Context: an optimization exercise on an open-source flow, tuned for small area and a short achievable clock period. The choices shown serve that exercise and are no tape-out recipe.
The RTL was checked by simulation tests, not by an equivalence proof against the original design.

==> flow/design.v, too long to show whole: its modules and the start of the top module <==
// module fir_tap_chain: 1211 lines
// module fir_fa: 10 lines
// module fir_ha: 9 lines
// module fir_out_stage: 35 lines
// module axis_fir_lowpass: 40 lines
module axis_fir_lowpass (
        input  logic               s00_axis_aclk,
        input  logic               rst_n,
        input  logic               s00_axis_tvalid,
        input  fir_pkg::bus_word_t s00_axis_tdata,
        input  logic               s00_axis_tlast,
        output logic               s00_axis_tready,
        input  logic               m00_axis_tready,
        output logic               m00_axis_tvalid,
        output fir_pkg::bus_word_t m00_axis_tdata,
        output logic               m00_axis_tlast
);
  // ...
==> flow/flow/run.sh <==
#!/bin/bash
set -euo pipefail
bash standard.sh SETUP_SLACK_MARGIN=5.8 "BUFFER_PORTS_ARGS=-buffer_cell sky130_fd_sc_hd__buf_1" finish > standard.log 2>&1
==> flow/standard.sh <==
#!/bin/bash
# synth_recipe.tcl (not shown) runs the flow's synth.tcl, then flattens the netlist and writes it again
# the make line also repeats each setting of config.mk as NAME=value (left out here)
make -C /OpenROAD-flow-scripts/flow DESIGN_CONFIG=/design/flow/config.mk WORK_HOME=/design/flow/orfs CLKGATE_MAP_FILE= SYNTH_SCRIPT=/design/flow/synth_recipe.tcl "${@:-finish}"
==> flow/config.mk <==
export PLATFORM = sky130hd
export DESIGN_NAME = axis_fir_lowpass
export DESIGN_NICKNAME = axis_fir_lowpass
export VERILOG_FILES = /design/flow/design.v
export SDC_FILE = /design/flow/constraint.sdc
export NUM_CORES = 4
export LEC_CHECK = 0
export ABC_CLOCK_PERIOD_IN_PS = 1500
export CAP_MARGIN = 20
export CORE_MARGIN = 2
export CORE_UTILIZATION = 75
export SLEW_MARGIN = 20
export SYNTH_HIERARCHICAL = 1
==> flow/constraint.sdc <==
create_clock -name core_clock -period 10.5 [get_ports {s00_axis_aclk}]
set_input_delay 2.1000 -clock core_clock [delete_from_list [all_inputs] [get_ports {s00_axis_aclk}]]
set_output_delay 2.1000 -clock core_clock [all_outputs]
set_load 0.01 [all_outputs]
==> flow_metrics.tcl, run 1 <==
set metrics [dict create \
    status "finished clean" \
    post_drt_via_cell_ratio 6.007 \
    layout-drive-gt1-share_pct 25.10 \
    critPathSlowestCell "fa_1" \
    layout_commonest_cell "fa_1" \
    grt_max_degree 174 \
    whs_path_depth 0 \
    inverters 364 \
    synthCells 2729 \
    n_tap_cell 688 \
    worstPathArrival_ns 5.04 \
    whs_ns 0.4512 \
    yosys.area_share.adder_pct 42.45 \
    synthSimpleGateAreaFrac_pct 1.817 \
    htree_levels 2 \
    multi_input_area_share_pct 56.19 \
    synth_seq_cells 541 \
    gr-usage-met2_pct 59.40 \
    vias 21340 \
    yosysMostFrequentCell "fa_1" \
    synth_xor_area_share_pct 0.8864 \
    synth_edf_count 44 \
    synth_top_family_by_area "adder cells" \
    cts_resized 5 \
    r2r-start "i_fir_tap_chain.h6[15]$_DFFE_PN0P_" \
    cts_tree "yes" \
    start_util_pct 75.51 \
    rows 84 \
    firstDrtPassIters 6 \
    grtUsageMet3_pct 4.272 \
    numClockSinks 541 \
    finalCritPeriodShare_pct 44.73 \
    ff_latch_area_um2 13870 \
    final_cell_mix "716 x fa_1, 426 x mux2_2, 405 x dfrtp_1, 364 x inv_1, 176 x ha_1" \
    timing.final.ws_setup_ns 5.803 \
    critPathTopFamily "adder cells" \
]
==> inputs of run 2 (changes only) <==
--- a/flow/design.v
+++ b/flow/design.v
@@ -35,17 +35,17 @@
         output fir_pkg::res_t    result,
         output logic             result_last
 );
         logic [31:0] h1, h2, h3, h4, h5, h6, h7, h8, h9, h10, h11, h12;
         logic [41:0] q2;
         logic [12:0] k2;
         logic [42:0] q1;
         logic [13:0] k1;
-        logic t1, t2, t3, t4, t5, t6, t7, t8, t9, t10, t11, t12, t13, t14, t15, t16, t17, t18, t19, t20, t21, t22, t23, t24, t25, t26, t27, t28, t29, t30, t31, t32, t33, t34, t35, t36, t37, t38, t39, t40, t41, t42, t43, t44, t45, t46, t47, t48, t49, t50, t51, t52, t53, t54, t55, t56, t57, t58, t59, t60, t61, t62, t63, t64, t65, t66, t67, t68, t69, t70, t71, t72, t73, t74, t75, t76, t77, t78, t79, t80, t81, t82, t83, t84, t85, t86, t87, t88, t89, t90, t91, t92, t93, t94, t95, t96, t97, t98, t99, t100, t101, t102, t103, t104, t105, t106, t107, t108, t109, t110, t111, t112, t113, t114, t115, t116, t117, t118, t119, t120, t121, t122, t123, t124, t125, t126, t127, t128, t129, t130, t131, t132, t133, t134, t135, t136, t137, t138, t139, t140, t141, t142, t143, t144, t145, t146, t147, t148, t149, t150, t151, t152, t153, t154, t155, t156, t157, t158, t159, t160, t161, t162, t163, t164, t165, t166, t167, t168, t169, t170, t171, t172, t173, t174, t175, t176, t177, t178, t179, t180, t181, t182, t183, t184, t185, t186, t187, t188, t189, t190, t191, t192, t193, t194, t195, t196, t197, t198, t199, t200, t201, t202, t203, t204, t205, t206, t207, t208, t209, t210, t211, t212, t213, t214, t215, t216, t217, t218, t219, t220, t221, t222, t223, t224, t225, t226, t227, t228, t229, t230, t231, t232, t233, t234, t235, t236, t237, t238, t239, t240, t241, t242, t243, t244, t245, t246, t247, t248, t249, t250, t251, t252, t253, t254, t255, t256, t257, t258, t259, t260, t261, t262, t263, t264, t265, t266, t267, t268, t269, t270, t271, t272, t273, t274, t275, t276, t277, t278, t279, t280, t281, t282, t283, t284, t285, t286, t287, t288, t289, t290, t291, t292, t293, t294, t295, t296, t297, t298, t299, t300, t301, t302, t303, t304, t305, t306, t307, t308, t309, t310, t311, t312, t313, t314, t315, t316, t317, t318, t319, t320, t321, t322, t323, t324, t325, t326, t327, t328, t329, t330, t331, t332, t333, t334, t335, t336, t337, t338, t339, t340, t341, t342, t343, t344, t345, t346, t347, t348, t349, t350, t351, t352, t353, t354, t355, t356, t357, t358, t359, t360, t361, t362, t363, t364, t365, t366, t367, t368, t369, t370, t371, t372, t373, t374, t375, t376, t377, t378, t379, t380, t381, t382, t383, t384, t385, t386, t387, t388, t389, t390, t391, t392, t393, t394, t395, t396, t397, t398, t399, t400, t401, t402, t403, t404, t405, t406, t407, t408, t409, t410, t411, t412, t413, t414, t415, t416, t417, t418, t419, t420, t421, t422, t423, t424, t425, t426, t427, t428, t429, t430, t431, t432, t433, t434, t435, t436, t437, t438, t439, t440, t441, t442, t443, t444, t445, t446, t447, t448, t449, t450, t451, t452, t453, t454, t455, t456, t457, t458, t459, t460, t461, t462, t463, t464, t465, t466, t467, t468, t469, t470, t471, t472, t473, t474, t475, t476, t477, t478, t479, t480, t481, t482, t483, t484, t485, t486, t487, t488, t489, t490, t491, t492, t493, t494, t495, t496, t497, t498, t499, t500, t501, t502, t503, t504, t505, t506, t507, t508, t509, t510, t511, t512, t513, t514, t515, t516, t517, t518, t519, t520, t521, t522, t523, t524, t525, t526, t527, t528, t529, t530, t531, t532, t533, t534, t535, t536, t537, t538, t539, t540, t541, t542, t543, t544, t545, t546, t547, t548, t549, t550, t551, t552, t553, t554, t555, t556, t557, t558, t559, t560, t561, t562, t563, t564, t565, t566, t567, t568, t569, t570, t571, t572, t573, t574, t575, t576, t577, t578, t579, t580, t581, t582, t583, t584, t585, t586, t587, t588, t589, t590, t591, t592, t593, t594, t595, t596, t597, t598, t599, t600, t601, t602, t603, t604, t605, t606, t607, t608, t609, t610, t611, t612, t613, t614, t615, t616, t617, t618, t619, t620, t621, t622, t623, t624, t625, t626, t627, t628, t629, t630, t631, t632, t633, t634, t635, t636, t637, t638, t639, t640, t641, t642, t643, t644, t645, t646, t647, t648, t649, t650, t651, t652, t653, t654, t655, t656, t657, t658, t659, t660, t661, t662, t663, t664, t665, t666, t667, t668, t669, t670, t671, t672, t673, t674, t675, t676, t677, t678, t679, t680, t681, t682, t683, t684, t685, t686, t687, t688, t689, t690, t691, t692, t693, t694, t695, t696, t697, t698, t699, t700, t701, t702, t703, t704, t705, t706, t707, t708, t709, t710, t711, t712, t713, t714, t715, t716, t717, t718, t719, t720, t721, t722, t723, t724, t725, t726, t727, t728, t729, t730, t731, t732, t733, t734, t735, t736, t737, t738, t739, t740, t741, t742, t743, t744, t745, t746, t747, t748, t749, t750, t751, t752, t753, t754, t755, t756, t757, t758, t759, t760, t761, t762, t763, t764, t765, t766, t767, t768, t769, t770, t771, t772, t773, t774, t775, t776, t777, t778, t779, t780, t781, t782, t783, t784, t785, t786, t787, t788, t789, t790, t791, t792, t793, t794, t795, t796, t797, t798, t799, t800, t801, t802, t803, t804, t805, t806, t807, t808, t809, t810, t811, t812, t813, t814, t815, t816, t817, t818, t819, t820, t821, t822, t823, t824, t825, t826, t827, t828, t829, t830, t831, t832, t833, t834, t835, t836, t837, t838, t839, t840, t841, t842, t843, t844, t845, t846, t847, t848, t849, t850, t851, t852, t853, t854, t855, t856, t857, t858, t859, t860, t861, t862, t863, t864, t865, t866, t867, t868, t869, t870, t871, t872, t873, t874, t875, t876, t877, t878, t879, t880, t881, t882, t883, t884, t885, t886, t887, t888, t889, t890, t891, t892, t893, t894, t895, t896, t897, t898, t899, t900, t901, t902, t903, t904, t905, t906, t907, t908, t909, t910, t911, t912, t913, t914, t915, t916, t917, t918, t919, t920, t921, t922, t923, t924, t925, t926, t927, t928, t929, t930, t931, t932, t933, t934, t935, t936, t937, t938, t939, t940, t941, t942, t943, t944, t945, t946, t947, t948, t949, t950, t951, t952, t953, t954, t955, t956, t957, t958, t959, t960, t961, t962, t963, t964, t965, t966, t967, t968, t969, t970, t971, t972, t973, t974, t975, t976, t977, t978, t979, t980, t981, t982, t983, t984, t985, t986, t987, t988, t989, t990, t991, t992, t993, t994, t995, t996, t997, t998, t999, t1000, t1001, t1002, t1003, t1004, t1005, t1006, t1007, t1008, t1009, t1010, t1011, t1012, t1013, t1014, t1015, t1016, t1017, t1018, t1019, t1020, t1021, t1022, t1023, t1024, t1025, t1026, t1027, t1028, t1029, t1030, t1031, t1032, t1033, t1034, t1035, t1036, t1037, t1038, t1039, t1040, t1041, t1042, t1043, t1044, t1045, t1046, t1047, t1048, t1049, t1050, t1051, t1052, t1053, t1054, t1055, t1056, t1057, t1058, t1059, t1060, t1061, t1062, t1063, t1064, t1065, t1066, t1067, t1068, t1069, t1070, t1071, t1072, t1073, t1074, t1075, t1076, t1077, t1078, t1079, t1080, t1081, t1082, t1083, t1084, t1085, t1086, t1087, t1088, t1089, t1090, t1091, t1092, t1093, t1094, t1095, t1096, t1097, t1098, t1099, t1100, t1101, t1102, t1103, t1104, t1105, t1106, t1107, t1108, t1109, t1110, t1111, t1112, t1113, t1114, t1115, t1116, t1117, t1118, t1119, t1120, t1121, t1122, t1123, t1124, t1125, t1126, t1127, t1128, t1129, t1130, t1131, t1132, t1133, t1134, t1135, t1136, t1137, t1138, t1139, t1140, t1141, t1142, t1143, t1144, t1145, t1146, t1147, t1148, t1149, t1150, t1151, t1152, t1153, t1154, t1155, t1156, t1157, t1158, t1159, t1160, t1161, t1162, t1163, t1164, t1165, t1166, t1167, t1168, t1169, t1170, t1171, t1172, t1173, t1174, t1175, t1176, t1177, t1178, t1179, t1180, t1181, t1182, t1183, t1184, t1185, t1186, t1187, t1188, t1189, t1190, t1191, t1192, t1193, t1194, t1195, t1196, t1197, t1198, t1199, t1200, t1201, t1202, t1203, t1204, t1205, t1206, t1207, t1208, t1209, t1210, t1211, t1212, t1213, t1214, t1215, t1216, t1217, t1218, t1219, t1220, t1221, t1222, t1223, t1224, t1225, t1226, t1227, t1228, t1229, t1230, t1231, t1232, t1233, t1234, t1235, t1236, t1237, t1238, t1239, t1240, t1241, t1242, t1243, t1244, t1245, t1246, t1247, t1248, t1249, t1250, t1251, t1252, t1253, t1254, t1255, t1256, t1257, t1258, t1259, t1260, t1261, t1262, t1263, t1264, t1265, t1266, t1267, t1268, t1269, t1270, t1271, t1272, t1273, t1274, t1275, t1276, t1277, t1278, t1279, t1280, t1281, t1282, t1283, t1284, t1285, t1286, t1287, t1288, t1289, t1290, t1291, t1292, t1293, t1294, t1295, t1296, t1297, t1298, t1299, t1300, t1301, t1302, t1303, t1304, t1305, t1306, t1307, t1308, t1309, t1310, t1311, t1312, t1313, t1314, t1315, t1316, t1317, t1318, t1319, t1320, t1321, t1322, t1323, t1324, t1325, t1326, t1327, t1328, t1329, t1330, t1331, t1332, t1333, t1334, t1335, t1336, t1337, t1338, t1339, t1340, t1341, t1342, t1343, t1344, t1345, t1346, t1347, t1348, t1349, t1350, t1351, t1352, t1353, t1354, t1355, t1356, t1357, t1358, t1359, t1360, t1361, t1362, t1363, t1364, t1365, t1366, t1367, t1368, t1369, t1370, t1371, t1372, t1373, t1374, t1375, t1376, t1377, t1378, t1379, t1380, t1381, t1382, t1383, t1384, t1385, t1386, t1387, t1388, t1389, t1390, t1391, t1392, t1393, t1394, t1395, t1396, t1397, t1398, t1399, t1400, t1401, t1402, t1403, t1404, t1405, t1406, t1407, t1408, t1409, t1410, t1411, t1412, t1413, t1414, t1415, t1416, t1417, t1418, t1419, t1420, t1421, t1422, t1423, t1424, t1425, t1426, t1427, t1428, t1429, t1430, t1431, t1432, t1433, t1434, t1435, t1436, t1437, t1438, t1439, t1440, t1441, t1442, t1443, t1444, t1445, t1446, t1447, t1448, t1449, t1450, t1451, t1452, t1453, t1454, t1455, t1456, t1457, t1458, t1459, t1460, t1461, t1462, t1463, t1464, t1465, t1466, t1467, t1468, t1469, t1470, t1471, t1472, t1473, t1474, t1475, t1476, t1477, t1478, t1479, t1480, t1481, t1482, t1483, t1484, t1485, t1486, t1487, t1488, t1489, t1490, t1491, t1492, t1493, t1494, t1495, t1496, t1497, t1498, t1499, t1500, t1501, t1502, t1503, t1504, t1505, t1506, t1507, t1508, t1509, t1510, t1511, t1512, t1513, t1514, t1515, t1516, t1517, t1518, t1519, t1520, t1521, t1522, t1523, t1524, t1525, t1526, t1527, t1528, t1529, t1530, t1531, t1532, t1533, t1534, t1535, t1536, t1537, t1538, t1539, t1540, t1541, t1542, t1543, t1544, t1545, t1546, t1547, t1548, t1549, t1550, t1551, t1552, t1553, t1554, t1555, t1556, t1557, t1558, t1559, t1560, t1561, t1562, t1563, t1564, t1565, t1566, t1567, t1568, t1569, t1570, t1571, t1572, t1573, t1574, t1575, t1576, t1577, t1578, t1579, t1580, t1581, t1582, t1583, t1584, t1585, t1586, t1587, t1588, t1589, t1590, t1591, t1592, t1593, t1594, t1595, t1596, t1597, t1598, t1599, t1600, t1601, t1602, t1603, t1604, t1605, t1606, t1607, t1608, t1609, t1610, t1611, t1612, t1613, t1614, t1615, t1616, t1617, t1618, t1619, t1620, t1621, t1622, t1623, t1624, t1625, t1626, t1627, t1628, t1629, t1630, t1631, t1632, t1633, t1634, t1635, t1636, t1637, t1638, t1639, t1640, t1641, t1642, t1643, t1644, t1645, t1646, t1647, t1648, t1649, t1650, t1651, t1652, t1653, t1654, t1655, t1656, t1657, t1658, t1659, t1660, t1661, t1662, t1663, t1664, t1665, t1666, t1667, t1668, t1669, t1670, t1671, t1672, t1673, t1674, t1675, t1676, t1677, t1678, t1679, t1680, t1681, t1682, t1683, t1684, t1685, t1686, t1687, t1688, t1689, t1690, t1691, t1692, t1693, t1694, t1695, t1696, t1697, t1698, t1699, t1700, t1701, t1702, t1703, t1704, t1705, t1706, t1707, t1708, t1709, t1710, t1711, t1712, t1713, t1714, t1715, t1716, t1717, t1718, t1719, t1720, t1721, t1722, t1723, t1724, t1725, t1726, t1727, t1728, t1729, t1730, t1731, t1732, t1733, t1734, t1735, t1736, t1737, t1738, t1739, t1740, t1741, t1742, t1743, t1744, t1745, t1746, t1747, t1748, t1749, t1750, t1751, t1752, t1753, t1754, t1755, t1756, t1757, t1758, t1759, t1760, t1761, t1762, t1763, t1764, t1765, t1766, t1767, t1768, t1769, t1770, t1771, t1772, t1773, t1774, t1775, t1776, t1777, t1778, t1779, t1780, t1781, t1782, t1783, t1784, t1785, t1786, t1787, t1788, t1789, t1790, t1791, t1792, t1793, t1794, t1795, t1796, t1797, t1798, t1799, t1800, t1801, t1802, t1803, t1804, t1805, t1806, t1807, t1808, t1809, t1810, t1811, t1812, t1813, t1814, t1815, t1816, t1817, t1818, t1819, t1820, t1821, t1822, t1823, t1824, t1825, t1826, t1827, t1828, t1829, t1830, t1831, t1832, t1833, t1834, t1835, t1836, t1837, t1838, t1839, t1840, t1841, t1842, t1843, t1844, t1845, t1846, t1847, t1848, t1849, t1850, t1851, t1852, t1853, t1854, t1855, t1856, t1857, t1858, t1859, t1860, t1861, t1862, t1863, t1864, t1865, t1866, t1867, t1868, t1869, t1870, t1871, t1872, t1873, t1874, t1875, t1876, t1877, t1878, t1879, t1880, t1881, t1882, t1883, t1884, t1885, t1886, t1887, t1888, t1889, t1890, t1891, t1892, t1893, t1894, t1895, t1896, t1897, t1898, t1899, t1900, t1901, t1902, t1903, t1904, t1905, t1906, t1907, t1908, t1909, t1910, t1911, t1912, t1913, t1914, t1915, t1916, t1917, t1918, t1919, t1920, t1921, t1922, t1923, t1924, t1925, t1926, t1927, t1928, t1929, t1930, t1931, t1932, t1933, t1934, t1935;
+        logic t1, t2, t3, t4, t5, t6, t7, t8, t9, t10, t11, t12, t13, t14, t15, t16, t17, t18, t19, t20, t21, t22, t23, t24, t25, t26, t27, t28, t29, t30, t31, t32, t33, t34, t35, t36, t37, t38, t39, t40, t41, t42, t43, t44, t45, t46, t47, t48, t49, t50, t51, t52, t53, t54, t55, t56, t57, t58, t59, t60, t61, t62, t63, t64, t65, t66, t67, t68, t69, t70, t71, t72, t73, t74, t75, t76, t77, t78, t79, t80, t81, t82, t83, t84, t85, t86, t87, t88, t89, t90, t91, t92, t93, t94, t95, t96, t97, t98, t99, t100, t101, t102, t103, t104, t105, t106, t107, t108, t109, t110, t111, t112, t113, t114, t115, t116, t117, t118, t119, t120, t121, t122, t123, t124, t125, t126, t127, t128, t129, t130, t131, t132, t133, t134, t135, t136, t137, t138, t139, t140, t141, t142, t143, t144, t145, t146, t147, t148, t149, t150, t151, t152, t153, t154, t155, t156, t157, t158, t159, t160, t161, t162, t163, t164, t165, t166, t167, t168, t169, t170, t171, t172, t173, t174, t175, t176, t177, t178, t179, t180, t181, t182, t183, t184, t185, t186, t187, t188, t189, t190, t191, t192, t193, t194, t195, t196, t197, t198, t199, t200, t201, t202, t203, t204, t205, t206, t207, t208, t209, t210, t211, t212, t213, t214, t215, t216, t217, t218, t219, t220, t221, t222, t223, t224, t225, t226, t227, t228, t229, t230, t231, t232, t233, t234, t235, t236, t237, t238, t239, t240, t241, t242, t243, t244, t245, t246, t247, t248, t249, t250, t251, t252, t253, t254, t255, t256, t257, t258, t259, t260, t261, t262, t263, t264, t265, t266, t267, t268, t269, t270, t271, t272, t273, t274, t275, t276, t277, t278, t279, t280, t281, t282, t283, t284, t285, t286, t287, t288, t289, t290, t291, t292, t293, t294, t295, t296, t297, t298, t299, t300, t301, t302, t303, t304, t305, t306, t307, t308, t309, t310, t311, t312, t313, t314, t315, t316, t317, t318, t319, t320, t321, t322, t323, t324, t325, t326, t327, t328, t329, t330, t331, t332, t333, t334, t335, t336, t337, t338, t339, t340, t341, t342, t343, t344, t345, t346, t347, t348, t349, t350, t351, t352, t353, t354, t355, t356, t357, t358, t359, t360, t361, t362, t363, t364, t365, t366, t367, t368, t369, t370, t371, t372, t373, t374, t375, t376, t377, t378, t379, t380, t381, t382, t383, t384, t385, t386, t387, t388, t389, t390, t391, t392, t393, t394, t395, t396, t397, t398, t399, t400, t401, t402, t403, t404, t405, t406, t407, t408, t409, t410, t411, t412, t413, t414, t415, t416, t417, t418, t419, t420, t421, t422, t423, t424, t425, t426, t427, t428, t429, t430, t431, t432, t433, t434, t435, t436, t437, t438, t439, t440, t441, t442, t443, t444, t445, t446, t447, t448, t449, t450, t451, t452, t453, t454, t455, t456, t457, t458, t459, t460, t461, t462, t463, t464, t465, t466, t467, t468, t469, t470, t471, t472, t473, t474, t475, t476, t477, t478, t479, t480, t481, t482, t483, t484, t485, t486, t487, t488, t489, t490, t491, t492, t493, t494, t495, t496, t497, t498, t499, t500, t501, t502, t503, t504, t505, t506, t507, t508, t509, t510, t511, t512, t513, t514, t515, t516, t517, t518, t519, t520, t521, t522, t523, t524, t525, t526, t527, t528, t529, t530, t531, t532, t533, t534, t535, t536, t537, t538, t539, t540, t541, t542, t543, t544, t545, t546, t547, t548, t549, t550, t551, t552, t553, t554, t555, t556, t557, t558, t559, t560, t561, t562, t563, t564, t565, t566, t567, t568, t569, t570, t571, t572, t573, t574, t575, t576, t577, t578, t579, t580, t581, t582, t583, t584, t585, t586, t587, t588, t589, t590, t591, t592, t593, t594, t595, t596, t597, t598, t599, t600, t601, t602, t603, t604, t605, t606, t607, t608, t609, t610, t611, t612, t613, t614, t615, t616, t617, t618, t619, t620, t621, t622, t623, t624, t625, t626, t627, t628, t629, t630, t631, t632, t633, t634, t635, t636, t637, t638, t639, t640, t641, t642, t643, t644, t645, t646, t647, t648, t649, t650, t651, t652, t653, t654, t655, t656, t657, t658, t659, t660, t661, t662, t663, t664, t665, t666, t667, t668, t669, t670, t671, t672, t673, t674, t675, t676, t677, t678, t679, t680, t681, t682, t683, t684, t685, t686, t687, t688, t689, t690, t691, t692, t693, t694, t695, t696, t697, t698, t699, t700, t701, t702, t703, t704, t705, t706, t707, t708, t709, t710, t711, t712, t713, t714, t715, t716, t717, t718, t719, t720, t721, t722, t723, t724, t725, t726, t727, t728, t729, t730, t731, t732, t733, t734, t735, t736, t737, t738, t739, t740, t741, t742, t743, t744, t745, t746, t747, t748, t749, t750, t751, t752, t753, t754, t755, t756, t757, t758, t759, t760, t761, t762, t763, t764, t765, t766, t767, t768, t769, t770, t771, t772, t773, t774, t775, t776, t777, t778, t779, t780, t781, t782, t783, t784, t785, t786, t787, t788, t789, t790, t791, t792, t793, t794, t795, t796, t797, t798, t799, t800, t801, t802, t803, t804, t805, t806, t807, t808, t809, t810, t811, t812, t813, t814, t815, t816, t817, t818, t819, t820, t821, t822, t823, t824, t825, t826, t827, t828, t829, t830, t831, t832, t833, t834, t835, t836, t837, t838, t839, t840, t841, t842, t843, t844, t845, t846, t847, t848, t849, t850, t851, t852, t853, t854, t855, t856, t857, t858, t859, t860, t861, t862, t863, t864, t865, t866, t867, t868, t869, t870, t871, t872, t873, t874, t875, t876, t877, t878, t879, t880, t881, t882, t883, t884, t885, t886, t887, t888, t889, t890, t891, t892, t893, t894, t895, t896, t897, t898, t899, t900, t901, t902, t903, t904, t905, t906, t907, t908, t909, t910, t911, t912, t913, t914, t915, t916, t917, t918, t919, t920, t921, t922, t923, t924, t925, t926, t927, t928, t929, t930, t931, t932, t933, t934, t935, t936, t937, t938, t939, t940, t941, t942, t943, t944, t945, t946, t947, t948, t949, t950, t951, t952, t953, t954, t955, t956, t957, t958, t959, t960, t961, t962, t963, t964, t965, t966, t967, t968, t969, t970, t971, t972, t973, t974, t975, t976, t977, t978, t979, t980, t981, t982, t983, t984, t985, t986, t987, t988, t989, t990, t991, t992, t993, t994, t995, t996, t997, t998, t999, t1000, t1001, t1002, t1003, t1004, t1005, t1006, t1007, t1008, t1009, t1010, t1011, t1012, t1013, t1014, t1015, t1016, t1017, t1018, t1019, t1020, t1021, t1022, t1023, t1024, t1025, t1026, t1027, t1028, t1029, t1030, t1031, t1032, t1033, t1034, t1035, t1036, t1037, t1038, t1039, t1040, t1041, t1042, t1043, t1044, t1045, t1046, t1047, t1048, t1049, t1050, t1051, t1052, t1053, t1054, t1055, t1056, t1057, t1058, t1059, t1060, t1061, t1062, t1063, t1064, t1065, t1066, t1067, t1068, t1069, t1070, t1071, t1072, t1073, t1074, t1075, t1076, t1077, t1078, t1079, t1080, t1081, t1082, t1083, t1084, t1085, t1086, t1087, t1088, t1089, t1090, t1091, t1092, t1093, t1094, t1095, t1096, t1097, t1098, t1099, t1100, t1101, t1102, t1103, t1104, t1105, t1106, t1107, t1108, t1109, t1110, t1111, t1112, t1113, t1114, t1115, t1116, t1117, t1118, t1119, t1120, t1121, t1122, t1123, t1124, t1125, t1126, t1127, t1128, t1129, t1130, t1131, t1132, t1133, t1134, t1135, t1136, t1137, t1138, t1139, t1140, t1141, t1142, t1143, t1144, t1145, t1146, t1147, t1148, t1149, t1150, t1151, t1152, t1153, t1154, t1155, t1156, t1157, t1158, t1159, t1160, t1161, t1162, t1163, t1164, t1165, t1166, t1167, t1168, t1169, t1170, t1171, t1172, t1173, t1174, t1175, t1176, t1177, t1178, t1179, t1180, t1181, t1182, t1183, t1184, t1185, t1186, t1187, t1188, t1189, t1190, t1191, t1192, t1193, t1194, t1195, t1196, t1197, t1198, t1199, t1200, t1201, t1202, t1203, t1204, t1205, t1206, t1207, t1208, t1209, t1210, t1211, t1212, t1213, t1214, t1215, t1216, t1217, t1218, t1219, t1220, t1221, t1222, t1223, t1224, t1225, t1226, t1227, t1228, t1229, t1230, t1231, t1232, t1233, t1234, t1235, t1236, t1237, t1238, t1239, t1240, t1241, t1242, t1243, t1244, t1245, t1246, t1247, t1248, t1249, t1250, t1251, t1252, t1253, t1254, t1255, t1256, t1257, t1258, t1259, t1260, t1261, t1262, t1263, t1264, t1265, t1266, t1267, t1268, t1269, t1270, t1271, t1272, t1273, t1274, t1275, t1276, t1277, t1278, t1279, t1280, t1281, t1282, t1283, t1284, t1285, t1286, t1287, t1288, t1289, t1290, t1291, t1292, t1293, t1294, t1295, t1296, t1297, t1298, t1299, t1300, t1301, t1302, t1303, t1304, t1305, t1306, t1307, t1308, t1309, t1310, t1311, t1312, t1313, t1314, t1315, t1316, t1317, t1318, t1319, t1320, t1321, t1322, t1323, t1324, t1325, t1326, t1327, t1328, t1329, t1330, t1331, t1332, t1333, t1334, t1335, t1336, t1337, t1338, t1339, t1340, t1341, t1342, t1343, t1344, t1345, t1346, t1347, t1348, t1349, t1350, t1351, t1352, t1353, t1354, t1355, t1356, t1357, t1358, t1359, t1360, t1361, t1362, t1363, t1364, t1365, t1366, t1367, t1368, t1369, t1370, t1371, t1372, t1373, t1374, t1375, t1376, t1377, t1378, t1379, t1380, t1381, t1382, t1383, t1384, t1385, t1386, t1387, t1388, t1389, t1390, t1391, t1392, t1393, t1394, t1395, t1396, t1397, t1398, t1399, t1400, t1401, t1402, t1403, t1404, t1405, t1406, t1407, t1408, t1409, t1410, t1411, t1412, t1413, t1414, t1415, t1416, t1417, t1418, t1419, t1420, t1421, t1422, t1423, t1424, t1425, t1426, t1427, t1428, t1429, t1430, t1431, t1432, t1433, t1434, t1435, t1436, t1437, t1438, t1439, t1440, t1441, t1442, t1443, t1444, t1445, t1446, t1447, t1448, t1449, t1450, t1451, t1452, t1453, t1454, t1455, t1456, t1457, t1458, t1459, t1460, t1461, t1462, t1463, t1464, t1465, t1466, t1467, t1468, t1469, t1470, t1471, t1472, t1473, t1474, t1475, t1476, t1477, t1478, t1479, t1480, t1481, t1482, t1483, t1484, t1485, t1486, t1487, t1488, t1489, t1490, t1491, t1492, t1493, t1494, t1495, t1496, t1497, t1498, t1499, t1500, t1501, t1502, t1503, t1504, t1505, t1506, t1507, t1508, t1509, t1510, t1511, t1512, t1513, t1514, t1515, t1516, t1517, t1518, t1519, t1520, t1521, t1522, t1523, t1524, t1525, t1526, t1527, t1528, t1529, t1530, t1531, t1532, t1533, t1534, t1535, t1536, t1537, t1538, t1539, t1540, t1541, t1542, t1543, t1544, t1545, t1546, t1547, t1548, t1549, t1550, t1551, t1552, t1553, t1554, t1555, t1556, t1557, t1558, t1559, t1560, t1561, t1562, t1563, t1564, t1565, t1566, t1567, t1568, t1569, t1570, t1571, t1572, t1573, t1574, t1575, t1576, t1577, t1578, t1579, t1580, t1581, t1582, t1583, t1584, t1585, t1586, t1587, t1588, t1589, t1590, t1591, t1592, t1593, t1594, t1595, t1596, t1597, t1598, t1599, t1600, t1601, t1602, t1603, t1604, t1605, t1606, t1607, t1608, t1609, t1610, t1611, t1612, t1613, t1614, t1615, t1616, t1617, t1618, t1619, t1620, t1621, t1622, t1623, t1624, t1625, t1626, t1627, t1628, t1629, t1630, t1631, t1632, t1633, t1634, t1635, t1636, t1637, t1638, t1639, t1640, t1641, t1642, t1643, t1644, t1645, t1646, t1647, t1648, t1649, t1650, t1651, t1652, t1653, t1654, t1655, t1656, t1657, t1658, t1659, t1660, t1661, t1662, t1663, t1664, t1665, t1666, t1667, t1668, t1669, t1670, t1671, t1672, t1673, t1674, t1675, t1676, t1677, t1678, t1679, t1680, t1681, t1682, t1683, t1684, t1685, t1686, t1687, t1688, t1689, t1690, t1691, t1692, t1693, t1694, t1695, t1696, t1697, t1698, t1699, t1700, t1701, t1702, t1703, t1704, t1705, t1706, t1707, t1708, t1709, t1710, t1711, t1712, t1713, t1714, t1715, t1716, t1717, t1718, t1719, t1720, t1721, t1722, t1723, t1724, t1725, t1726, t1727, t1728, t1729, t1730, t1731, t1732, t1733, t1734, t1735, t1736, t1737, t1738, t1739, t1740, t1741, t1742, t1743, t1744, t1745, t1746, t1747, t1748, t1749, t1750, t1751, t1752, t1753, t1754, t1755, t1756, t1757, t1758, t1759, t1760, t1761, t1762, t1763, t1764, t1765, t1766, t1767, t1768, t1769, t1770, t1771, t1772, t1773, t1774, t1775, t1776, t1777, t1778, t1779, t1780, t1781, t1782, t1783, t1784, t1785, t1786, t1787, t1788, t1789, t1790, t1791, t1792, t1793, t1794, t1795, t1796, t1797, t1798, t1799, t1800, t1801, t1802, t1803, t1804, t1805, t1806, t1807, t1808, t1809, t1810, t1811, t1812, t1813, t1814, t1815, t1816, t1817, t1818, t1819, t1820, t1821, t1822, t1823, t1824, t1825, t1826, t1827, t1828, t1829, t1830, t1831, t1832, t1833, t1834, t1835, t1836, t1837, t1838, t1839, t1840, t1841, t1842, t1843, t1844, t1845, t1846, t1847, t1848, t1849, t1850, t1851, t1852, t1853, t1854, t1855, t1856, t1857, t1858, t1859, t1860, t1861, t1862, t1863, t1864, t1865, t1866, t1867, t1868, t1869, t1870, t1871, t1872, t1873, t1874, t1875, t1876, t1877;
         assign t1 = ~h8[0];
         fir_fa u_fa0 (.a(h6[1]), .b(h10[1]), .c(t1), .s(t2), .co(t3));
         fir_fa u_fa1 (.a(h6[0]), .b(h8[1]), .c(h12[0]), .s(t4), .co(t5));
         fir_ha u_ha0 (.a(h6[2]), .b(h10[2]), .s(t6), .co(t7));
         assign t8 = h6[3] ^ h10[3];
         assign t9 = h6[3] | h10[3];
         fir_fa u_fa2 (.a(h6[1]), .b(h8[2]), .c(h12[1]), .s(t10), .co(t11));
         fir_fa u_fa3 (.a(h6[4]), .b(h6[0]), .c(h8[0]), .s(t12), .co(t13));
@@ -1091,114 +1091,90 @@
         assign t1767 = t1592 ^ t1591;
         assign t1768 = t1591 & ~t1592;
         assign t1769 = ~t1593;
         fir_fa u_fa676 (.a(t1769), .b(t1594), .c(t1768), .s(t1770), .co(t1771));
         assign t1772 = ~t1595;
         fir_fa u_fa677 (.a(t1772), .b(t1596), .c(t1771), .s(t1773), .co(t1774));
         assign t1775 = t1597 ^ t1354;
         assign t1776 = t1597 | t1354;
-        fir_fa u_fa678 (.a(sample[0]), .b(sample[1]), .c(q1[3]), .s(t1777), .co(t1778));
-        fir_fa u_fa679 (.a(sample[1]), .b(sample[2]), .c(q1[4]), .s(t1779), .co(t1780));
-        fir_fa u_fa680 (.a(sample[2]), .b(sample[3]), .c(q1[5]), .s(t1781), .co(t1782));
-        fir_fa u_fa681 (.a(sample[3]), .b(sample[4]), .c(q1[6]), .s(t1783), .co(t1784));
-        fir_fa u_fa682 (.a(sample[4]), .b(sample[5]), .c(q1[7]), .s(t1785), .co(t1786));
-        fir_fa u_fa683 (.a(sample[5]), .b(sample[6]), .c(q1[8]), .s(t1787), .co(t1788));
-        fir_fa u_fa684 (.a(sample[6]), .b(sample[7]), .c(q1[9]), .s(t1789), .co(t1790));
-        fir_fa u_fa685 (.a(sample[7]), .b(sample[8]), .c(q1[10]), .s(t1791), .co(t1792));
-        fir_fa u_fa686 (.a(sample[8]), .b(sample[9]), .c(q1[11]), .s(t1793), .co(t1794));
-        fir_fa u_fa687 (.a(sample[9]), .b(sample[10]), .c(q1[12]), .s(t1795), .co(t1796));
-        fir_fa u_fa688 (.a(sample[10]), .b(sample[11]), .c(q1[13]), .s(t1797), .co(t1798));
-        fir_fa u_fa689 (.a(sample[11]), .b(sample[12]), .c(q1[14]), .s(t1799), .co(t1800));
-        fir_fa u_fa690 (.a(sample[12]), .b(sample[13]), .c(q1[15]), .s(t1801), .co(t1802));
-        fir_fa u_fa691 (.a(sample[13]), .b(sample[14]), .c(q1[16]), .s(t1803), .co(t1804));
-        fir_fa u_fa692 (.a(sample[14]), .b(sample[15]), .c(q1[17]), .s(t1805), .co(t1806));
-        fir_fa u_fa693 (.a(sample[15]), .b(sample[16]), .c(q1[18]), .s(t1807), .co(t1808));
-        fir_fa u_fa694 (.a(sample[16]), .b(sample[17]), .c(q1[19]), .s(t1809), .co(t1810));
-        fir_fa u_fa695 (.a(sample[17]), .b(sample[18]), .c(q1[20]), .s(t1811), .co(t1812));
-        fir_fa u_fa696 (.a(sample[18]), .b(sample[19]), .c(q1[21]), .s(t1813), .co(t1814));
-        fir_fa u_fa697 (.a(sample[19]), .b(sample[20]), .c(q1[22]), .s(t1815), .co(t1816));
-        fir_fa u_fa698 (.a(sample[20]), .b(sample[21]), .c(q1[23]), .s(t1817), .co(t1818));
-        fir_fa u_fa699 (.a(sample[21]), .b(sample[22]), .c(q1[24]), .s(t1819), .co(t1820));
-        fir_fa u_fa700 (.a(sample[22]), .b(sample[23]), .c(q1[25]), .s(t1821), .co(t1822));
-        fir_fa u_fa701 (.a(sample[23]), .b(sample[24]), .c(q1[26]), .s(t1823), .co(t1824));
-        fir_fa u_fa702 (.a(sample[24]), .b(sample[25]), .c(q1[27]), .s(t1825), .co(t1826));
-        fir_fa u_fa703 (.a(sample[25]), .b(sample[26]), .c(q1[28]), .s(t1827), .co(t1828));
-        fir_fa u_fa704 (.a(sample[26]), .b(sample[27]), .c(q1[29]), .s(t1829), .co(t1830));
-        fir_fa u_fa705 (.a(sample[27]), .b(sample[28]), .c(q1[30]), .s(t1831), .co(t1832));
-        fir_fa u_fa706 (.a(sample[28]), .b(sample[29]), .c(q1[31]), .s(t1833), .co(t1834));
-        fir_fa u_fa707 (.a(sample[29]), .b(sample[30]), .c(q1[32]), .s(t1835), .co(t1836));
-        assign t1837 = sample[30] ^ q1[33];
-        assign t1838 = sample[30] | q1[33];
-        assign t1839 = sample[31] ^ k1[10];
-        assign t1840 = k1[10] & ~sample[31];
-        assign t1841 = sample[31] ^ q1[34];
-        assign t1842 = q1[34] & ~sample[31];
-        assign t1843 = q1[36] ^ k1[11];
-        assign t1844 = q1[36] | k1[11];
-        assign t1845 = k1[12] ^ q1[39];
-        assign t1846 = q1[39] & ~k1[12];
-        assign t1847 = k1[13] ^ q1[42];
-        assign t1848 = q1[42] & ~k1[13];
-        fir_fa u_fa708 (.a(t1782), .b(t1783), .c(k1[1]), .s(t1849), .co(t1850));
-        fir_ha u_ha126 (.a(t1784), .b(t1785), .s(t1851), .co(t1852));
-        fir_ha u_ha127 (.a(t1786), .b(t1787), .s(t1853), .co(t1854));
-        fir_fa u_fa709 (.a(t1788), .b(t1789), .c(k1[2]), .s(t1855), .co(t1856));
-        fir_ha u_ha128 (.a(t1790), .b(t1791), .s(t1857), .co(t1858));
-        fir_ha u_ha129 (.a(t1792), .b(t1793), .s(t1859), .co(t1860));
-        fir_fa u_fa710 (.a(t1794), .b(t1795), .c(k1[3]), .s(t1861), .co(t1862));
-        fir_ha u_ha130 (.a(t1796), .b(t1797), .s(t1863), .co(t1864));
-        fir_ha u_ha131 (.a(t1798), .b(t1799), .s(t1865), .co(t1866));
-        fir_fa u_fa711 (.a(t1800), .b(t1801), .c(k1[4]), .s(t1867), .co(t1868));
-        fir_ha u_ha132 (.a(t1802), .b(t1803), .s(t1869), .co(t1870));
-        fir_ha u_ha133 (.a(t1804), .b(t1805), .s(t1871), .co(t1872));
-        fir_fa u_fa712 (.a(t1806), .b(t1807), .c(k1[5]), .s(t1873), .co(t1874));
-        fir_ha u_ha134 (.a(t1808), .b(t1809), .s(t1875), .co(t1876));
-        fir_ha u_ha135 (.a(t1810), .b(t1811), .s(t1877), .co(t1878));
-        fir_fa u_fa713 (.a(t1812), .b(t1813), .c(k1[6]), .s(t1879), .co(t1880));
-        fir_ha u_ha136 (.a(t1814), .b(t1815), .s(t1881), .co(t1882));
-        fir_ha u_ha137 (.a(t1816), .b(t1817), .s(t1883), .co(t1884));
-        fir_fa u_fa714 (.a(t1818), .b(t1819), .c(k1[7]), .s(t1885), .co(t1886));
-        fir_ha u_ha138 (.a(t1820), .b(t1821), .s(t1887), .co(t1888));
-        fir_ha u_ha139 (.a(t1822), .b(t1823), .s(t1889), .co(t1890));
-        fir_fa u_fa715 (.a(t1824), .b(t1825), .c(k1[8]), .s(t1891), .co(t1892));
-        fir_ha u_ha140 (.a(t1826), .b(t1827), .s(t1893), .co(t1894));
-        fir_ha u_ha141 (.a(t1828), .b(t1829), .s(t1895), .co(t1896));
-        fir_fa u_fa716 (.a(t1830), .b(t1831), .c(k1[9]), .s(t1897), .co(t1898));
-        fir_ha u_ha142 (.a(t1832), .b(t1833), .s(t1899), .co(t1900));
-        fir_ha u_ha143 (.a(t1834), .b(t1835), .s(t1901), .co(t1902));
-        assign t1903 = ~t1836;
-        fir_fa u_fa717 (.a(t1903), .b(t1837), .c(t1839), .s(t1904), .co(t1905));
-        assign t1906 = ~t1841;
-        fir_fa u_fa718 (.a(t1838), .b(t1840), .c(t1906), .s(t1907), .co(t1908));
-        assign t1909 = q1[35] ^ t1842;
-        assign t1910 = t1842 & ~q1[35];
-        assign t1911 = t1843 ^ q1[35];
-        assign t1912 = q1[35] & ~t1843;
-        assign t1913 = q1[37] ^ t1844;
-        assign t1914 = t1844 & ~q1[37];
-        assign t1915 = q1[38] ^ q1[37];
-        assign t1916 = q1[37] & ~q1[38];
-        fir_ha u_ha148 (.a(q1[38]), .b(t1845), .s(t1917), .co(t1918));
-        assign t1919 = t1846 ^ q1[40];
-        assign t1920 = t1846 | q1[40];
-        assign t1921 = q1[41] ^ q1[40];
-        assign t1922 = q1[40] & ~q1[41];
-        fir_ha u_ha151 (.a(q1[41]), .b(t1847), .s(t1923), .co(t1924));
-        assign t1925 = ~q1[1];
-        assign t1926 = ~t1905;
-        assign t1927 = ~t1920;
-        assign t1928 = ~q1[2];
-        assign t1929 = ~k1[0];
-        assign t1930 = ~t1904;
-        assign t1931 = ~t1909;
-        assign t1932 = ~t1911;
-        assign t1933 = ~t1913;
-        assign t1934 = ~t1915;
-        assign t1935 = ~t1921;
+        assign t1777 = ~q1[1];
+        assign t1778 = ~q1[2];
+        assign t1779 = ~q1[39];
+        assign t1780 = ~q1[42];
+        assign t1781 = ~k1[0];
+        logic [42:0] qv, kv, qk;
+        assign qv = {t1780, q1[41], q1[40], t1779, q1[38], q1[37], q1[36], q1[35], q1[34], q1[33], q1[32], q1[31], q1[30], q1[29], q1[28], q1[27], q1[26], q1[25], q1[24], q1[23], q1[22], q1[21], q1[20], q1[19], q1[18], q1[17], q1[16], q1[15], q1[14], q1[13], q1[12], q1[11], q1[10], q1[9], q1[8], q1[7], q1[6], q1[5], q1[4], q1[3], t1778, t1777, q1[0]};
+        assign kv = {k1[13], 1'b0, 1'b0, k1[12], 1'b0, 1'b0, k1[11], 1'b0, 1'b0, k1[10], 1'b0, 1'b0, k1[9], 1'b0, 1'b0, k1[8], 1'b0, 1'b0, k1[7], 1'b0, 1'b0, k1[6], 1'b0, 1'b0, k1[5], 1'b0, 1'b0, k1[4], 1'b0, 1'b0, k1[3], 1'b0, 1'b0, k1[2], 1'b0, 1'b0, k1[1], 1'b0, 1'b0, t1781, 1'b0, 1'b0, 1'b0};
+        assign qk = qv + kv;
+        fir_fa u_fa678 (.a(sample[0]), .b(sample[1]), .c(qk[3]), .s(t1782), .co(t1783));
+        fir_fa u_fa679 (.a(sample[1]), .b(sample[2]), .c(qk[4]), .s(t1784), .co(t1785));
+        fir_fa u_fa680 (.a(sample[2]), .b(sample[3]), .c(qk[5]), .s(t1786), .co(t1787));
+        fir_fa u_fa681 (.a(sample[3]), .b(sample[4]), .c(qk[6]), .s(t1788), .co(t1789));
+        fir_fa u_fa682 (.a(sample[4]), .b(sample[5]), .c(qk[7]), .s(t1790), .co(t1791));
+        fir_fa u_fa683 (.a(sample[5]), .b(sample[6]), .c(qk[8]), .s(t1792), .co(t1793));
+        fir_fa u_fa684 (.a(sample[6]), .b(sample[7]), .c(qk[9]), .s(t1794), .co(t1795));
+        fir_fa u_fa685 (.a(sample[7]), .b(sample[8]), .c(qk[10]), .s(t1796), .co(t1797));
+        fir_fa u_fa686 (.a(sample[8]), .b(sample[9]), .c(qk[11]), .s(t1798), .co(t1799));
+        fir_fa u_fa687 (.a(sample[9]), .b(sample[10]), .c(qk[12]), .s(t1800), .co(t1801));
+        fir_fa u_fa688 (.a(sample[10]), .b(sample[11]), .c(qk[13]), .s(t1802), .co(t1803));
+        fir_fa u_fa689 (.a(sample[11]), .b(sample[12]), .c(qk[14]), .s(t1804), .co(t1805));
+        fir_fa u_fa690 (.a(sample[12]), .b(sample[13]), .c(qk[15]), .s(t1806), .co(t1807));
+        fir_fa u_fa691 (.a(sample[13]), .b(sample[14]), .c(qk[16]), .s(t1808), .co(t1809));
+        fir_fa u_fa692 (.a(sample[14]), .b(sample[15]), .c(qk[17]), .s(t1810), .co(t1811));
+        fir_fa u_fa693 (.a(sample[15]), .b(sample[16]), .c(qk[18]), .s(t1812), .co(t1813));
+        fir_fa u_fa694 (.a(sample[16]), .b(sample[17]), .c(qk[19]), .s(t1814), .co(t1815));
+        fir_fa u_fa695 (.a(sample[17]), .b(sample[18]), .c(qk[20]), .s(t1816), .co(t1817));
+        fir_fa u_fa696 (.a(sample[18]), .b(sample[19]), .c(qk[21]), .s(t1818), .co(t1819));
+        fir_fa u_fa697 (.a(sample[19]), .b(sample[20]), .c(qk[22]), .s(t1820), .co(t1821));
+        fir_fa u_fa698 (.a(sample[20]), .b(sample[21]), .c(qk[23]), .s(t1822), .co(t1823));
+        fir_fa u_fa699 (.a(sample[21]), .b(sample[22]), .c(qk[24]), .s(t1824), .co(t1825));
+        fir_fa u_fa700 (.a(sample[22]), .b(sample[23]), .c(qk[25]), .s(t1826), .co(t1827));
+        fir_fa u_fa701 (.a(sample[23]), .b(sample[24]), .c(qk[26]), .s(t1828), .co(t1829));
+        fir_fa u_fa702 (.a(sample[24]), .b(sample[25]), .c(qk[27]), .s(t1830), .co(t1831));
+        fir_fa u_fa703 (.a(sample[25]), .b(sample[26]), .c(qk[28]), .s(t1832), .co(t1833));
+        fir_fa u_fa704 (.a(sample[26]), .b(sample[27]), .c(qk[29]), .s(t1834), .co(t1835));
+        fir_fa u_fa705 (.a(sample[27]), .b(sample[28]), .c(qk[30]), .s(t1836), .co(t1837));
+        fir_fa u_fa706 (.a(sample[28]), .b(sample[29]), .c(qk[31]), .s(t1838), .co(t1839));
+        fir_fa u_fa707 (.a(sample[29]), .b(sample[30]), .c(qk[32]), .s(t1840), .co(t1841));
+        assign t1842 = sample[30] ^ qk[33];
+        assign t1843 = sample[30] | qk[33];
+        assign t1844 = sample[31] ^ qk[34];
+        assign t1845 = qk[34] & ~sample[31];
+        assign t1846 = ~t1841;
+        fir_fa u_fa708 (.a(t1846), .b(t1842), .c(sample[31]), .s(t1847), .co(t1848));
+        assign t1849 = t1844 ^ t1843;
+        assign t1850 = t1843 & ~t1844;
+        assign t1851 = qk[35] ^ t1845;
+        assign t1852 = t1845 & ~qk[35];
+        assign t1853 = qk[36] ^ qk[35];
+        assign t1854 = qk[35] & ~qk[36];
+        assign t1855 = qk[37] ^ qk[36];
+        assign t1856 = qk[36] & ~qk[37];
+        assign t1857 = qk[38] ^ qk[37];
+        assign t1858 = qk[37] & ~qk[38];
+        assign t1859 = qk[39] ^ qk[38];
+        assign t1860 = qk[38] & ~qk[39];
+        assign t1861 = qk[40] ^ qk[39];
+        assign t1862 = qk[39] & ~qk[40];
+        assign t1863 = qk[41] ^ qk[40];
+        assign t1864 = qk[40] & ~qk[41];
+        assign t1865 = qk[42] ^ qk[41];
+        assign t1866 = qk[41] & ~qk[42];
+        assign t1867 = ~t1847;
+        assign t1868 = ~t1848;
+        assign t1869 = ~t1849;
+        assign t1870 = ~t1851;
+        assign t1871 = ~t1853;
+        assign t1872 = ~t1855;
+        assign t1873 = ~t1857;
+        assign t1874 = ~t1859;
+        assign t1875 = ~t1861;
+        assign t1876 = ~t1863;
+        assign t1877 = ~t1865;
         always_ff @(posedge s00_axis_aclk or negedge rst_n) begin
                 if (!rst_n) begin
                         h1 <= '0;
                         h2 <= '0;
                         h3 <= '0;
                         h4 <= '0;
                         h5 <= '0;
                         h6 <= '0;
@@ -1227,18 +1203,18 @@
                         h12 <= h11;
                         q2 <= {t861, t860, t858, t856, t854, t852, t850, t848, t846, t844, t842, t840, t838, t836, t834, t832, t830, t828, t826, t824, t822, t820, t818, t816, t814, t812, t810, t808, t806, t804, t802, t800, t798, t796, t794, t792, t789, t787, t785, t782, t780, t778};
                         k2 <= {t857, t851, t845, t839, t833, t827, t821, t815, t809, t803, t797, t790, t783};
                         q1 <= {t1775, t1773, t1770, t1767, t1765, t1762, t1760, t1758, t1756, t1754, t1752, t1750, t1748, t1746, t1744, t1742, t1740, t1738, t1736, t1734, t1732, t1730, t1728, t1726, t1724, t1722, t1720, t1718, t1716, t1714, t1712, t1710, t1708, t1706, t1704, t1702, t1700, t1698, t1696, t1694, t1691, t1688, t1685};
                         k1 <= {t1774, t1766, t1759, t1753, t1747, t1741, t1735, t1729, t1723, t1717, t1711, t1705, t1699, t1692};
                 end
         end
         logic [42:0] ya, yb;
-        assign ya = {t1922, t1927, t1918, t1916, t1914, t1912, t1910, t1908, t1926, t1902, t1900, t1898, t1896, t1894, t1892, t1890, t1888, t1886, t1884, t1882, t1880, t1878, t1876, t1874, t1872, t1870, t1868, t1866, t1864, t1862, t1860, t1858, t1856, t1854, t1852, t1850, t1849, t1780, t1778, t1777, sample[0], t1925, q1[0]};
-        assign yb = {t1923, t1935, t1919, t1917, t1934, t1933, t1932, t1931, t1907, t1930, t1901, t1899, t1897, t1895, t1893, t1891, t1889, t1887, t1885, t1883, t1881, t1879, t1877, t1875, t1873, t1871, t1869, t1867, t1865, t1863, t1861, t1859, t1857, t1855, t1853, t1851, 1'b0, t1781, t1779, t1929, t1928, 1'b0, 1'b0};
+        assign ya = {t1864, t1862, t1860, t1858, t1856, t1854, t1852, t1850, t1868, t1867, t1839, t1837, t1835, t1833, t1831, t1829, t1827, t1825, t1823, t1821, t1819, t1817, t1815, t1813, t1811, t1809, t1807, t1805, t1803, t1801, t1799, t1797, t1795, t1793, t1791, t1789, t1787, t1785, t1783, t1782, sample[0], qk[1], qk[0]};
+        assign yb = {t1877, t1876, t1875, t1874, t1873, t1872, t1871, t1870, t1869, 1'b0, t1840, t1838, t1836, t1834, t1832, t1830, t1828, t1826, t1824, t1822, t1820, t1818, t1816, t1814, t1812, t1810, t1808, t1806, t1804, t1802, t1800, t1798, t1796, t1794, t1792, t1790, t1788, t1786, t1784, 1'b0, qk[2], 1'b0, 1'b0};
         assign result = ~(ya + yb);
         assign result_last = sample_last;
 endmodule
 module fir_fa (
         input  logic a,
         input  logic b,
         input  logic c,
         output logic s,
==> flow/flow/run.sh (replaced) <==
#!/bin/bash
set -euo pipefail
bash standard.sh SETUP_SLACK_MARGIN=5.7 "BUFFER_PORTS_ARGS=-buffer_cell sky130_fd_sc_hd__buf_1" finish > standard.log 2>&1
==> flow/config.mk (replaced) <==
export PLATFORM = sky130hd
export DESIGN_NAME = axis_fir_lowpass
export DESIGN_NICKNAME = axis_fir_lowpass
export VERILOG_FILES = /design/flow/design.v
export SDC_FILE = /design/flow/constraint.sdc
export NUM_CORES = 4
export LEC_CHECK = 0
export ABC_CLOCK_PERIOD_IN_PS = 1500
export CAP_MARGIN = 20
export CORE_MARGIN = 2
export CORE_UTILIZATION = 70
export SLEW_MARGIN = 20
export SYNTH_HIERARCHICAL = 1
==> run 2 against run 1 <==
Sequential share of layout area down 0.32 points. Core utilization down 5.2 points. Cell area up 0.88%. Register-to-register slack worse by 0.09 ns. Maximum frequency down 0.44%. Via count up 0.92%. Critical path type unchanged.
==> flow_metrics.tcl, run 2 <==
set metrics [dict create \
    rsz0062_at_grt "yes" \
    avgRoutedWirePerCell_um 21.37 \
    grt_pass1_vias 24660 \
    reg.largest.list "i_fir_out_stage.word: 43 flops, i_fir_tap_chain.q1: 43 flops, i_fir_tap_chain.q2: 42 flops" \
    drt-initial-drc-count 1067 \
    yosysWarnings 8 \
    htree_levels 2 \
    vias 21540 \
    layout-drive-gt1-share_pct 23.39 \
    track_usage_pct 28.71 \
    rows 87 \
    design.core.area_um2 56390 \
    yosysUniqueCellTypes 62 \
    final_cell_mix "709 x fa_1, 434 x mux2_2, 418 x dfrtp_1, 364 x inv_1, 171 x ha_1" \
    whs_ns 0.4629 \
    hold_viol_final 0 \
    clk_pin_slew_ns 0.06 \
    finClkSkew_ns 0.01469 \
    globalplace.congestion 0.8858 \
    hold_path_startpoint "i_fir_tap_chain.q1[1]$_DFFE_PN0P_" \
    hold_class "reg2reg" \
    postLayoutCoreUtil_pct 77.13 \
    synth_ff_type "dfrtp_1" \
    die_w_um 242.8 \
    async_reset_ff_share_pct 91.87 \
    crit_fanout 4 \
    numClockSinks 541 \
    start_util_pct 70.81 \
    synth_nets 3768 \
    reg2reg_slack_ns 5.79 \
    syn_avg_cell_area_um2 14.22 \
    r2r-start "i_fir_tap_chain.k1[0]$_DFFE_PN1P_" \
    drtAntennaViolNets 0 \
    worstSkewPairLatency_ns 0.62 \
    yosys-top-cells-area "fa_1 36%, dfrtp_1 26%, mux2_2 12%, ha_1 5.7%, dfstp_2 5.1%" \
    synthTopCellsByCount "709 x fa_1, 434 x mux2_2, 419 x dfrtp_1" \
    grt_pass1_wl_mm 130.5 \
    worstPathArrival_ns 5.06 \
    finalSetupViolations 0 \
    synthCells 2808 \
    crit_path_end "i_fir_out_stage.word[31]$_DFFE_PP_" \
    worst_setup_path_end_kind "flop" \
    fmax_mhz 212.0 \
    synth_top_area_share_pct 35.55 \
    dieArea_um2 58970 \
    nFillCells 3536 \
    fin_nets 3862 \
    required_ns 10.84 \
    yosysMostFrequentCell "fa_1" \
    crit_path_start "s00_axis_tdata[34]" \
    final.setup.tns_ns 0 \
    r2r_end "i_fir_out_stage.word[36]$_DFFE_PP_" \
    die_h_um 242.8 \
    yosys.area.top_type "fa_1" \
    min_period_ns 4.717 \
    worstMarginPinSlew_ns 0.9928 \
    n_antenna_cell 0 \
    cts_tree "yes" \
    synth_seq_cells 541 \
    port_buffers 103 \
    pin_count 136 \
    dp_hpwl_mm 60.50 \
    clockBufferDepth 3 \
    reg2reg_depth 18 \
    multi_input_area_um2 24650 \
    post_drt_via_cell_ratio 5.812 \
    antenna_found_initial 0 \
    drc_errors 0 \
    status "finished clean" \
    grt_max_degree 172 \
    drv_slew 0 \
    worst_setup_path_start_kind "input port" \
    cts_made_buffers 58 \
    layout_commonest_cell "fa_1" \
    cts-root-buf "clkbuf_16" \
    syn_area_um2 39930 \
    ys_seq_area_share_pct 34.70 \
    maxCapViolations 0 \
    finalCritPeriodShare_pct 44.93 \
    crit_type "in2reg" \
    ff_latch_area_um2 13860 \
    slew_headroom_pct 33.81 \
    drt-total-wl_mm 79.18 \
    grt-ovfl-total 0 \
    synth_edf_count 44 \
    firstDrtPassIters 4 \
    syn_to_final_growth_pct 8.921 \
]
run 2: changes by cell type after synthesis, moves of 4 or more:
cell | previous run | this run
xnor2_1 | 23 | 47
nand3_1 | 7 | 25
nor2_1 | 19 | 32
xor2_1 | 17 | 30
a21oi_1 | 40 | 52
fa_1 | 720 | 709
mux2_2 | 426 | 434
nand2_1 | 99 | 91
ha_1 | 189 | 182
o21ai_1 | 5 | 0
and3_1 | 6 | 10
nand2b_1 | 5 | 9
run 2: what timing repair did:
action,4_1_cts,5_1_grt
gates resized for setup,31,37
endpoints found under the setup margin,16,17
hold buffers,0,0
pin swaps,16,31
setup buffers,5,6
run 2: how the worst min path moves through the flow:
| stage | to | cells past startpoint |
|---|---|---|
| global route | i_fir_out_stage.word[1]$_DFFE_PP_ | 0 |
| CTS | i_fir_out_stage.word[1]$_DFFE_PP_ | 0 |
| finish | i_fir_out_stage.word[1]$_DFFE_PP_ | 0 |
| floorplan | i_fir_tap_chain.h10[0]$_DFFE_PN0P_ | 2 |
| global placement | i_fir_out_stage.word[1]$_DFFE_PP_ | 0 |
| detailed placement | i_fir_out_stage.word[1]$_DFFE_PP_ | 0 |
run 2: metrics by stage:
step / setup WS [ns] / area [um^2] / instances
finish: 5.783 / 43490 / 3706
floorplan: 5.669 / 39950 / 2808
global route: 5.607 / 43490 / 3706
global placement: 4.980 / 41000 / 3587
CTS: 5.698 / 43250 / 3700
detailed placement: 4.926 / 41000 / 3587
run 2: metal layers:
metal	GRT usage (%)	routed length [um]
met3	3.339	2402
met4	10.16	2754
met1	35.38	29300
met2	52.66	44720
met5	0	0
run 2: area by class of cell:
class,count,share of cell area [%]
timing repair buffer,122,1.375
inverter,365,3.150
multi-input combinational,1814,56.68
sequential,541,31.86
clock inverter,26,0.8142
tap,756,2.175
clock buffer,82,3.944
run 2: worst max-delay path, cell delays in order:
cell and delay, ns:
buf_1 0.20, fa_1 0.46, ha_1 0.37, nand3_1 0.10, o211ai_1 0.29, a211oi_2 0.15
nand4bb_1 0.28, nand2_1 0.25, a21oi_1 0.10, a21bo_2 0.24, a2111oi_0 0.43, a211oi_1 0.10
run 2: Yosys stat by module, one instance, submodules excluded, excerpt:
module / flops+latches / times used / cells inside
fir_fa: 0 / 709 / 1
fir_ha: 0 / 43 / 1
fir_tap_chain: 496 / 1 / 1987
fir_out_stage: 45 / 1 / 69
run 2: cells by family after synthesis:
family | count (synthesis) | share of synthesized area, %
AOI/OAI and AO/OA | 206 | 3.184
xor gates and xnor gates | 77 | 1.689
muxes | 437 | 12.31
adders and majority gates | 891 | 41.25
buffers and inverters | 453 | 4.475
DFF | 541 | 34.70
and+or+nand+nor | 203 | 2.388
==> inputs of run 3 (changes only) <==
--- a/flow/config.mk
+++ b/flow/config.mk
@@ -8,6 +8,6 @@
 export ABC_CLOCK_PERIOD_IN_PS = 1500
 export CAP_MARGIN = 20
 export CORE_MARGIN = 2
-export CORE_UTILIZATION = 70
+export CORE_UTILIZATION = 80
 export SLEW_MARGIN = 20
 export SYNTH_HIERARCHICAL = 1
==> run 3 against run 2 <==
Die area fell by 12%. Core utilization up 11 points. Clock skew increased by 0.018 ns. Worst setup slack worse by 0.12 ns. Sequential share of layout area grew 0.17 points. Still clean on timing, DRC and antenna. Cell count down 2.4%. Count of clock-buffer cells in the layout shrank 1. Register-to-register slack got worse by 0.13 ns. Maximum frequency fell by 2.6%. Critical path type is now reg2reg. Non-clock buffer count increased by 11.
==> flow_metrics.tcl, run 3 <==
set metrics [dict create \
    pin_count 136 \
    syn_to_final_growth_pct 8.373 \
    maxCapViolations 0 \
    yosys.area.top_type "fa_1" \
    design.core.area_um2 49150 \
    layout_commonest_cell "fa_1" \
    clockBufferDepth 3 \
    dieArea_um2 51720 \
    worst_setup_path_start_kind "flop" \
    cts_made_buffers 54 \
    numClockSinks 541 \
    syn_area_um2 39930 \
    finalSetupViolations 0 \
    post_drt_via_cell_ratio 6.325 \
    firstDrtPassIters 5 \
    drt-total-wl_mm 90.32 \
    drv_slew 0 \
    dp_slack_ns 4.931 \
    worstPathArrival_ns 5.19 \
    status "finished clean" \
    grt_max_degree 204 \
    crit_fanout 5 \
    synth_nets 3768 \
    synth_edf_count 44 \
    async_reset_ff_share_pct 91.87 \
    clk_pin_slew_ns 0.06 \
    htree_levels 2 \
    crit_type "reg2reg" \
    required_ns 10.85 \
    synthCells 2808 \
    ys_seq_area_share_pct 34.70 \
    reg.largest.list "i_fir_out_stage.word: 43 flops, i_fir_tap_chain.q1: 43 flops, i_fir_tap_chain.q2: 42 flops" \
    avgRoutedWirePerCell_um 24.96 \
    fmax_mhz 206.5 \
    antenna_found_initial 0 \
    die_w_um 227.4 \
    hold_viol_final 0 \
    yosysMostFrequentCell "fa_1" \
    die_h_um 227.4 \
    cts-root-buf "clkbuf_16" \
    layout-drive-gt1-share_pct 24.04 \
    final.setup.tns_ns 0 \
    stdcell_area_um2 43270 \
    drtAntennaViolNets 0 \
    synth_top_area_share_pct 35.55 \
    min_period_ns 4.841 \
    worstSkewPairLatency_ns 0.63 \
    n_antenna_cell 0 \
    synthTopCellsByCount "709 x fa_1, 434 x mux2_2, 419 x dfrtp_1" \
    worst_setup_path_end_kind "flop" \
    slew_headroom_pct 28.12 \
    port_buffers 103 \
    yosysWarnings 8 \
    vias 22880 \
    grt-ovfl-total 0 \
    synth_ff_type "dfrtp_1" \
    dp_hpwl_mm 63.04 \
    cts_tree "yes" \
    synth_seq_cells 541 \
    track_usage_pct 37.29 \
    start_util_pct 81.23 \
    cts_hold_buffers 0 \
    worstMarginPinSlew_ns 1.078 \
    drc_errors 0 \
    rows 81 \
    postLayoutCoreUtil_pct 88.04 \
    grt_pass1_wl_mm 142.9 \
    timing.final.ws_setup_ns 5.659 \
    grt_pass1_vias 26830 \
    syn_avg_cell_area_um2 14.22 \
    final_cell_mix "709 x fa_1, 434 x mux2_2, 416 x dfrtp_1, 364 x inv_1, 166 x ha_1" \
    rsz0062_at_grt "yes" \
    fin_nets 3869 \
    yosysUniqueCellTypes 62 \
    finClkSkew_ns 0.03228 \
    hold_class "reg2reg" \
    drt-initial-drc-count 1565 \
    dpl-instance-area_um2 40880 \
    finalCritPeriodShare_pct 46.11 \
    yosys-top-cells-area "fa_1 36%, dfrtp_1 26%, mux2_2 12%, ha_1 5.7%, dfstp_2 5.1%" \
    globalplace.congestion 0.9195 \
]
[run 3: cell counts after synthesis]
No cell type changed its count.
[run 3: cell families after synthesis]
family	Yosys count	share of synthesized area (%)
multiplexers	437	12.31
adder cells (fa/ha/maj)	891	41.25
AND/OR/NAND/NOR	203	2.388
flip-flops	541	34.70
AO/OA/AOI/OAI	206	3.184
XOR/XNOR	77	1.689
buffers and inverters	453	4.475
[run 3: metrics by stage]
| step | hold slack (ns) | std cells |
|---|---|---|
| 2_1_floorplan | 0.4492 | 2808 |
| 3_3_place_gp | 0.4377 | 3495 |
| 3_5_place_dp | 0.4371 | 3495 |
| 4_1_cts | 0.4517 | 3599 |
| 5_1_grt | 0.4712 | 3618 |
| 6_report | 0.4507 | 3618 |
[run 3: layout make-up]
cell class / count / area (um^2)
clock buffer: 81 / 1624
clock inverter: 20 / 206.4
fill: 2091 / 5881
inverter: 365 / 1370
multi-input combinational: 1814 / 24700
sequential: 541 / 13860
tap: 664 / 830.8
timing repair buffer: 133 / 684.4
[run 3: repair_timing]
action	CTS	global route
pin swaps	11	34
gates resized for setup	27	63
setup buffers	3	19
gates cloned	0	0
setup endpoints to repair	16	21
[run 3: path summary, 6_finish.rpt]
kind / start / to / slack [ns] / depth (start not counted)
max in group asynchronous: rst_n / i_fir_tap_chain.h10[23]$_DFFE_PN0P_ / 6.91 / 3
min in group asynchronous: rst_n / i_fir_tap_chain.q1[2]$_DFFE_PN0P_ / 1.58 / 1
hold reg to reg: i_fir_tap_chain.q1[1]$_DFFE_PN0P_ / i_fir_out_stage.word[1]$_DFFE_PP_ / 0.45 / 0
setup / recovery: i_fir_tap_chain.k1[0]$_DFFE_PN1P_ / i_fir_out_stage.word[36]$_DFFE_PP_ / 5.66 / 20
hold / removal: i_fir_tap_chain.q1[1]$_DFFE_PN0P_ / i_fir_out_stage.word[1]$_DFFE_PP_ / 0.45 / 0
setup reg to reg: i_fir_tap_chain.k1[0]$_DFFE_PN1P_ / i_fir_out_stage.word[36]$_DFFE_PP_ / 5.66 / 20
[run 3: critical path, cell delays in order, from the launching register on]
cell and delay [ns]:
dfstp_2 0.52, inv_2 0.05, ha_4 0.16, ha_4 0.16, a311o_1 0.39, a31oi_4 0.28
buf_6 0.14, o21ai_4 0.07, a21oi_4 0.19, nor2_2 0.05, xor2_1 0.20, fa_1 0.48
ha_4 0.32, and3_4 0.21, nand2_2 0.07, or3_4 0.38, o211ai_1 0.33, nand2_1 0.18
o21bai_1 0.17, a21oi_1 0.10, xor2_1 0.14
[run 3: per-layer routing]
layer	GRT usage, %	vias up	wire length [um]
met4	21.13	0	5574
met5	0	-	0
met1	42.17	12280	30320
met3	5.692	421	4070
li1	-	9339	-
met2	67.79	843	50360
[run 3: per-module statistics from Yosys, one instance, submodules excluded, excerpt]
module         cells inside  copies in the design  flops+latches  cell area, um^2
fir_tap_chain          1987                     1            496            23670
fir_ha                    1                    43              0            12.51
fir_out_stage            69                     1             45             1533
fir_fa                    1                   709              0            20.02

==> afterwards: timing with drivers on the ports <==
How much do the figures lean on ideal ports? The routed layouts below were timed once more, with nothing changed but the port constraints.
Step 1 assumes that a clkbuf_16 drives the clock port and a buf_2 every other input.
Step 2 also shifts input and output timing later by t, the mid clock arrival at the registers, as if the neighbouring blocks saw the same clock.
Slacks: no drivers / after step 1 / after step 2; pairs: no drivers / after step 1.
run | t (ns) | slack for setup (ns) | hold slack, ns | worst setup path at the end | worst register clock-pin slew, ns
run 1 | 0.663 | 5.803 / 5.816 / 5.153 | 0.451 / 0.451 / 0.451 | input to register | 0.07 / 0.07
run 2 | 0.675 | 5.783 / 5.787 / 5.150 | 0.463 / 0.463 / 0.463 | input to register | 0.06 / 0.06
run 3 | 0.679 | 5.659 / 5.659 / 5.166 | 0.451 / 0.451 / 0.451 | input to register | 0.07 / 0.07
After both steps every run listed still meets setup and hold. The setup slack of run 1, which loses most, moves by +0.013 ns with the drivers and by -0.650 ns with both steps.
